Background: an optimization exercise with open tools, aiming at small area. Do not read the settings as production practice.
In this exercise RTL edits were held to simulation tests only and were not proved equivalent to the original.
Power is estimated from default activity; no workload was simulated.

==> flow/design.v <==
`default_nettype none
package silent_array_pkg;
  localparam int num_trans = 32;
  localparam int trans_idx_w = $clog2(num_trans);
  localparam int duty_w = 9;
  localparam int phase_w = 9;
  localparam int step_w = 9;   
endpackage
`default_nettype wire
`default_nettype none
package silent_timing_pkg;
  localparam int pwm_period = 512;
  localparam int half_period = pwm_period / 2;
  localparam int addsub_latency = 2;   
  localparam int calc_w = 11;   
endpackage
`default_nettype wire
`timescale 1ns/1ps
`default_nettype none
module addsub (
  input  logic [8:0] cd,
  input  logic [8:0] cp,
  input  logic [8:0] td,
  input  logic [8:0] tp,
  input  logic [8:0] step,
  output logic [8:0] nd,
  output logic [8:0] np
);
  logic [9:0] dd;
  logic       d_up;
  logic [8:0] d_mag;
  logic [9:0] pd;
  logic [8:0] e;
  logic       p_up;
  logic [8:0] p_mag;
  assign dd    = {1'b0, td} - {1'b0, cd};
  assign d_up  = ~dd[9];
  assign d_mag = d_up ? dd[8:0] : 9'(-dd[8:0]);
  assign nd    = (d_mag > step) ? (d_up ? cd + step : cd - step) : td;
  assign pd    = {1'b0, tp} - {1'b0, cp};
  assign e     = pd[8:0];
  assign p_up  = ~e[8] | (e == 9'd256 && !pd[9]);
  assign p_mag = p_up ? e : 9'(-e);
  assign np    = (p_mag > step) ? (p_up ? cp + step : cp - step) : tp;
endmodule
`default_nettype wire
`timescale 1ns/1ps
`default_nettype none
module target_ram (
  input  logic       CLK,
  input  logic       accept,
  input  logic       wr_en,
  input  logic [4:0] wr_idx,
  input  logic [8:0] wr_duty,
  input  logic [8:0] wr_phase,
  output logic [8:0] tgt_duty,
  output logic [8:0] tgt_phase
);
  logic [17:0] mem  [32];
  logic [17:0] ring [32];
  always_ff @(posedge CLK) begin
    for (int i = 0; i < 32; i++) begin
      if (wr_en && wr_idx == 5'(i)) mem[i] <= (i % 2 == 0) ? ~{wr_duty, wr_phase} : {wr_duty, wr_phase};
      ring[i] <= ~(accept ? mem[i] : ring[(i + 1) % 32]);
    end
  end
  assign tgt_duty  = ~ring[23][17:9];   
  assign tgt_phase = ~ring[23][8:0];
endmodule
`default_nettype wire
`timescale 1ns/1ps
`default_nettype none
module silencer (
  input  logic         CLK,
  input  logic         rst_n,
  input  logic         update,
  input  logic [8:0]   step,
  input  logic [8:0]   tgt_duty,
  input  logic [8:0]   tgt_phase,
  output logic         accept,
  output logic         busy,
  output logic         dout_valid,
  output logic [8:0]   dout_duty,
  output logic [8:0]   dout_phase,
  output logic [287:0] shd_start,
  output logic [287:0] shd_end,
  output logic [31:0]  shd_init,
  output logic [31:0]  shd_zero
);
  logic [5:0]  seq;
  logic [8:0]  step_q;
  logic [31:0] dec, rd_sel;
  logic [8:0]  sp, se;
  logic [8:0]  cd, cp;
  logic [8:0]  nd, np;
  logic [8:0]  new_end;
  logic        new_init;
  assign busy       = |seq;
  assign accept     = rst_n && update && !busy;
  assign dout_valid = seq[5];
  always_ff @(posedge CLK) begin
    if (!rst_n)      seq <= '0;
    else if (accept) seq <= 6'd22;
    else if (busy)   seq <= seq + 1'b1;
    if (accept) step_q <= step;
  end
  always_comb begin
    for (int i = 0; i < 32; i++) begin
      dec[i]    = seq[4:0] == 5'(i);
      rd_sel[i] = dec[(i + 30) % 32] && !shd_zero[i];
    end
  end
  always_comb begin
    sp = '0;
    se = '0;
    for (int i = 0; i < 32; i++) begin
      sp = sp | ({9{rd_sel[i]}} & shd_start[i*9 +: 9]);
      se = se | ({9{rd_sel[i]}} & shd_end[i*9 +: 9]);
    end
  end
  always_ff @(posedge CLK) begin
    cp         <= sp;
    cd         <= 9'(se - sp);
    dout_duty  <= nd;
    dout_phase <= np;
  end
  addsub calc (.cd(cd), .cp(cp), .td(tgt_duty), .tp(tgt_phase), .step(step_q),
    .nd(nd), .np(np));
  assign new_end  = 9'(dout_phase + dout_duty);
  assign new_init = 9'(-dout_phase) < dout_duty;   
  always_ff @(posedge CLK) begin
    for (int i = 0; i < 32; i++) begin
      if (!rst_n) begin
        shd_zero[i] <= 1'b1;
      end else if (dout_valid && dec[i]) begin
        shd_zero[i] <= 1'b0;
      end
      if (dout_valid && dec[i]) begin
        shd_start[i*9 +: 9] <= dout_phase;
        shd_end[i*9 +: 9]   <= new_end;
        shd_init[i]         <= new_init;
      end
    end
  end
endmodule
`default_nettype wire
`timescale 1ns/1ps
`default_nettype none
module pwm_array (
  input  logic         CLK,
  input  logic         rst_n,
  input  logic [287:0] shd_start,
  input  logic [287:0] shd_end,
  input  logic [31:0]  shd_init,
  input  logic [31:0]  shd_zero,
  output logic [31:0]  pwm_out
);
  logic [8:0]  act_start [32];
  logic [8:0]  act_end   [32];
  logic [31:0] act_zero;
  logic [8:0]  cnt, cnt_n;
  logic        cnt_last;
  assign cnt_last = &cnt;
  assign cnt_n    = cnt + 1'b1;
  always_ff @(posedge CLK) begin
    if (!rst_n) cnt <= '0;
    else        cnt <= cnt_n;
    if (!rst_n)        act_zero <= '1;
    else if (cnt_last) act_zero <= shd_zero;
    for (int i = 0; i < 32; i++) begin
      if (cnt_last) begin
        act_start[i] <= shd_start[i*9 +: 9];
        act_end[i]   <= shd_end[i*9 +: 9];
      end
      if (!rst_n)
        pwm_out[i] <= 1'b0;
      else if (cnt_last)
        pwm_out[i] <= shd_init[i] && !shd_zero[i];
      else
        pwm_out[i] <= (pwm_out[i] || (!act_zero[i] && cnt_n == act_start[i]))
                      && cnt_n != act_end[i];
    end
  end
endmodule
`default_nettype wire
`timescale 1ns/1ps
`default_nettype none
module silent_top (
  input  logic        CLK,
  input  logic        rst_n,
  input  logic        update,
  input  logic [8:0]  step,
  input  logic        wr_en,
  input  logic [4:0]  wr_idx,
  input  logic [8:0]  wr_duty,
  input  logic [8:0]  wr_phase,
  output logic        busy,
  output logic        drive_valid,
  output logic [8:0]  drive_duty,
  output logic [8:0]  drive_phase,
  output logic [31:0] pwm_out
);
  logic         accept;
  logic [8:0]   tgt_duty, tgt_phase;
  logic [287:0] shd_start, shd_end;
  logic [31:0]  shd_init;
  logic [31:0]  shd_zero;
  target_ram target_ram_inst (
    .CLK(CLK), .accept(accept),
    .wr_en(wr_en), .wr_idx(wr_idx), .wr_duty(wr_duty), .wr_phase(wr_phase),
    .tgt_duty(tgt_duty), .tgt_phase(tgt_phase)
  );
  silencer silencer_inst (
    .CLK(CLK), .rst_n(rst_n), .update(update), .step(step),
    .tgt_duty(tgt_duty), .tgt_phase(tgt_phase), .accept(accept), .busy(busy),
    .dout_valid(drive_valid), .dout_duty(drive_duty), .dout_phase(drive_phase),
    .shd_start(shd_start), .shd_end(shd_end), .shd_init(shd_init), .shd_zero(shd_zero)
  );
  pwm_array pwm_array_inst (
    .CLK(CLK), .rst_n(rst_n), .shd_start(shd_start), .shd_end(shd_end), .shd_init(shd_init),
    .shd_zero(shd_zero), .pwm_out(pwm_out)
  );
endmodule
`default_nettype wire
make LEC_CHECK=0 CAP_MARGIN=20 CORE_MARGIN=2 CORE_UTILIZATION=55 CTS_CLUSTER_DIAMETER=80 CTS_CLUSTER_SIZE=20 SLEW_MARGIN=20 finish   # period 6.0 ns
run.sh (not shown) runs the stock make flow with config.mk's settings and CLKGATE_MAP_FILE= SYNTH_SCRIPT=/design/flow/synth_recipe.tcl, a recipe that flattens the netlist after the stock synthesis.
==> next run, changes <==
--- a/flow/design.v
+++ b/flow/design.v
@@ -83,11 +83,12 @@
   output logic [8:0]   dout_duty,
   output logic [8:0]   dout_phase,
   output logic [287:0] shd_start,
   output logic [287:0] shd_end,
   output logic [31:0]  shd_init,
-  output logic [31:0]  shd_zero
+  output logic         zmode,
+  output logic [4:0]   zpos
 );
   logic [5:0]  seq;
   logic [8:0]  step_q;
   logic [31:0] dec, rd_sel;
   logic [8:0]  sp, se;
@@ -105,11 +106,11 @@
     if (accept) step_q <= step;
   end
   always_comb begin
     for (int i = 0; i < 32; i++) begin
       dec[i]    = seq[4:0] == 5'(i);
-      rd_sel[i] = dec[(i + 30) % 32] && !shd_zero[i];
+      rd_sel[i] = dec[(i + 30) % 32];
     end
   end
   always_comb begin
     sp = '0;
     se = '0;
@@ -117,26 +118,24 @@
       sp = sp | ({9{rd_sel[i]}} & shd_start[i*9 +: 9]);
       se = se | ({9{rd_sel[i]}} & shd_end[i*9 +: 9]);
     end
   end
   always_ff @(posedge CLK) begin
-    cp         <= sp;
-    cd         <= 9'(se - sp);
+    cp         <= zmode ? 9'd0 : sp;   
+    cd         <= zmode ? 9'd0 : 9'(se - sp);
     dout_duty  <= nd;
     dout_phase <= np;
   end
   addsub calc (.cd(cd), .cp(cp), .td(tgt_duty), .tp(tgt_phase), .step(step_q),
     .nd(nd), .np(np));
+  assign zpos = dout_valid ? seq[4:0] : 5'd0;
   assign new_end  = 9'(dout_phase + dout_duty);
   assign new_init = 9'(-dout_phase) < dout_duty;   
   always_ff @(posedge CLK) begin
-    for (int i = 0; i < 32; i++) begin
-      if (!rst_n) begin
-        shd_zero[i] <= 1'b1;
-      end else if (dout_valid && dec[i]) begin
-        shd_zero[i] <= 1'b0;
-      end
+    if (!rst_n)                      zmode <= 1'b1;
+    else if (dout_valid && dec[31]) zmode <= 1'b0;
+    for (int i = 0; i < 32; i++) begin
       if (dout_valid && dec[i]) begin
         shd_start[i*9 +: 9] <= dout_phase;
         shd_end[i*9 +: 9]   <= new_end;
         shd_init[i]         <= new_init;
       end
@@ -150,25 +149,39 @@
   input  logic         CLK,
   input  logic         rst_n,
   input  logic [287:0] shd_start,
   input  logic [287:0] shd_end,
   input  logic [31:0]  shd_init,
-  input  logic [31:0]  shd_zero,
+  input  logic         zmode,
+  input  logic [4:0]   zpos,
   output logic [31:0]  pwm_out
 );
   logic [8:0]  act_start [32];
   logic [8:0]  act_end   [32];
-  logic [31:0] act_zero;
+  logic [31:0] shd_zero, act_zero;
+  logic        azmode;
+  logic [4:0]  apos;
   logic [8:0]  cnt, cnt_n;
   logic        cnt_last;
   assign cnt_last = &cnt;
   assign cnt_n    = cnt + 1'b1;
+  always_comb begin
+    for (int i = 0; i < 32; i++) begin
+      shd_zero[i] = zmode && 5'(i) >= zpos;
+      act_zero[i] = azmode && 5'(i) >= apos;
+    end
+  end
   always_ff @(posedge CLK) begin
     if (!rst_n) cnt <= '0;
     else        cnt <= cnt_n;
-    if (!rst_n)        act_zero <= '1;
-    else if (cnt_last) act_zero <= shd_zero;
+    if (!rst_n) begin
+      azmode <= 1'b1;
+      apos   <= '0;
+    end else if (cnt_last) begin
+      azmode <= zmode;
+      apos   <= zpos;
+    end
     for (int i = 0; i < 32; i++) begin
       if (cnt_last) begin
         act_start[i] <= shd_start[i*9 +: 9];
         act_end[i]   <= shd_end[i*9 +: 9];
       end
@@ -202,23 +215,24 @@
 );
   logic         accept;
   logic [8:0]   tgt_duty, tgt_phase;
   logic [287:0] shd_start, shd_end;
   logic [31:0]  shd_init;
-  logic [31:0]  shd_zero;
+  logic         zmode;
+  logic [4:0]   zpos;
   target_ram target_ram_inst (
     .CLK(CLK), .accept(accept),
     .wr_en(wr_en), .wr_idx(wr_idx), .wr_duty(wr_duty), .wr_phase(wr_phase),
     .tgt_duty(tgt_duty), .tgt_phase(tgt_phase)
   );
   silencer silencer_inst (
     .CLK(CLK), .rst_n(rst_n), .update(update), .step(step),
     .tgt_duty(tgt_duty), .tgt_phase(tgt_phase), .accept(accept), .busy(busy),
     .dout_valid(drive_valid), .dout_duty(drive_duty), .dout_phase(drive_phase),
-    .shd_start(shd_start), .shd_end(shd_end), .shd_init(shd_init), .shd_zero(shd_zero)
+    .shd_start(shd_start), .shd_end(shd_end), .shd_init(shd_init), .zmode(zmode), .zpos(zpos)
   );
   pwm_array pwm_array_inst (
     .CLK(CLK), .rst_n(rst_n), .shd_start(shd_start), .shd_end(shd_end), .shd_init(shd_init),
-    .shd_zero(shd_zero), .pwm_out(pwm_out)
+    .zmode(zmode), .zpos(zpos), .pwm_out(pwm_out)
   );
 endmodule
 `default_nettype wire
Synthesized area came out lower by 0.40%.
Maximum frequency came out lower by 10%.
Power came out higher by 5.0%.
Flip-flop and latch count came out lower by 57.
Die area came out lower by 0.39%.

[separate check: timing with driven ports]
In the flow no input, the clock included, has a driving cell. The finished layouts below were timed again as built, in two steps.
Step 1 assumes that a clkbuf_16 drives the clock port and a buf_2 every other input.
Step 2 moves the port delays by t, midway between the first and last clock arrival at a register: inputs arrive t later, outputs are due t later. That takes back most of the time a late clock gives input paths.
a / b / c = ideal ports / drivers / drivers and shift; a / b = the first two.
run	t (ns)	slack for setup (ns)	worst hold slack (ns)	worst register clock-pin slew, ns	worst slew at a driven data input, ns
the first run	0.881	1.225 / 1.225 / 1.225	0.401 / 0.401 / 0.401	0.09 / 0.09	0.07
the second run	0.905	0.691 / 0.613 / 0.691	0.377 / 0.377 / 0.377	0.09 / 0.09	0.06
After both steps every run listed still meets setup and hold.
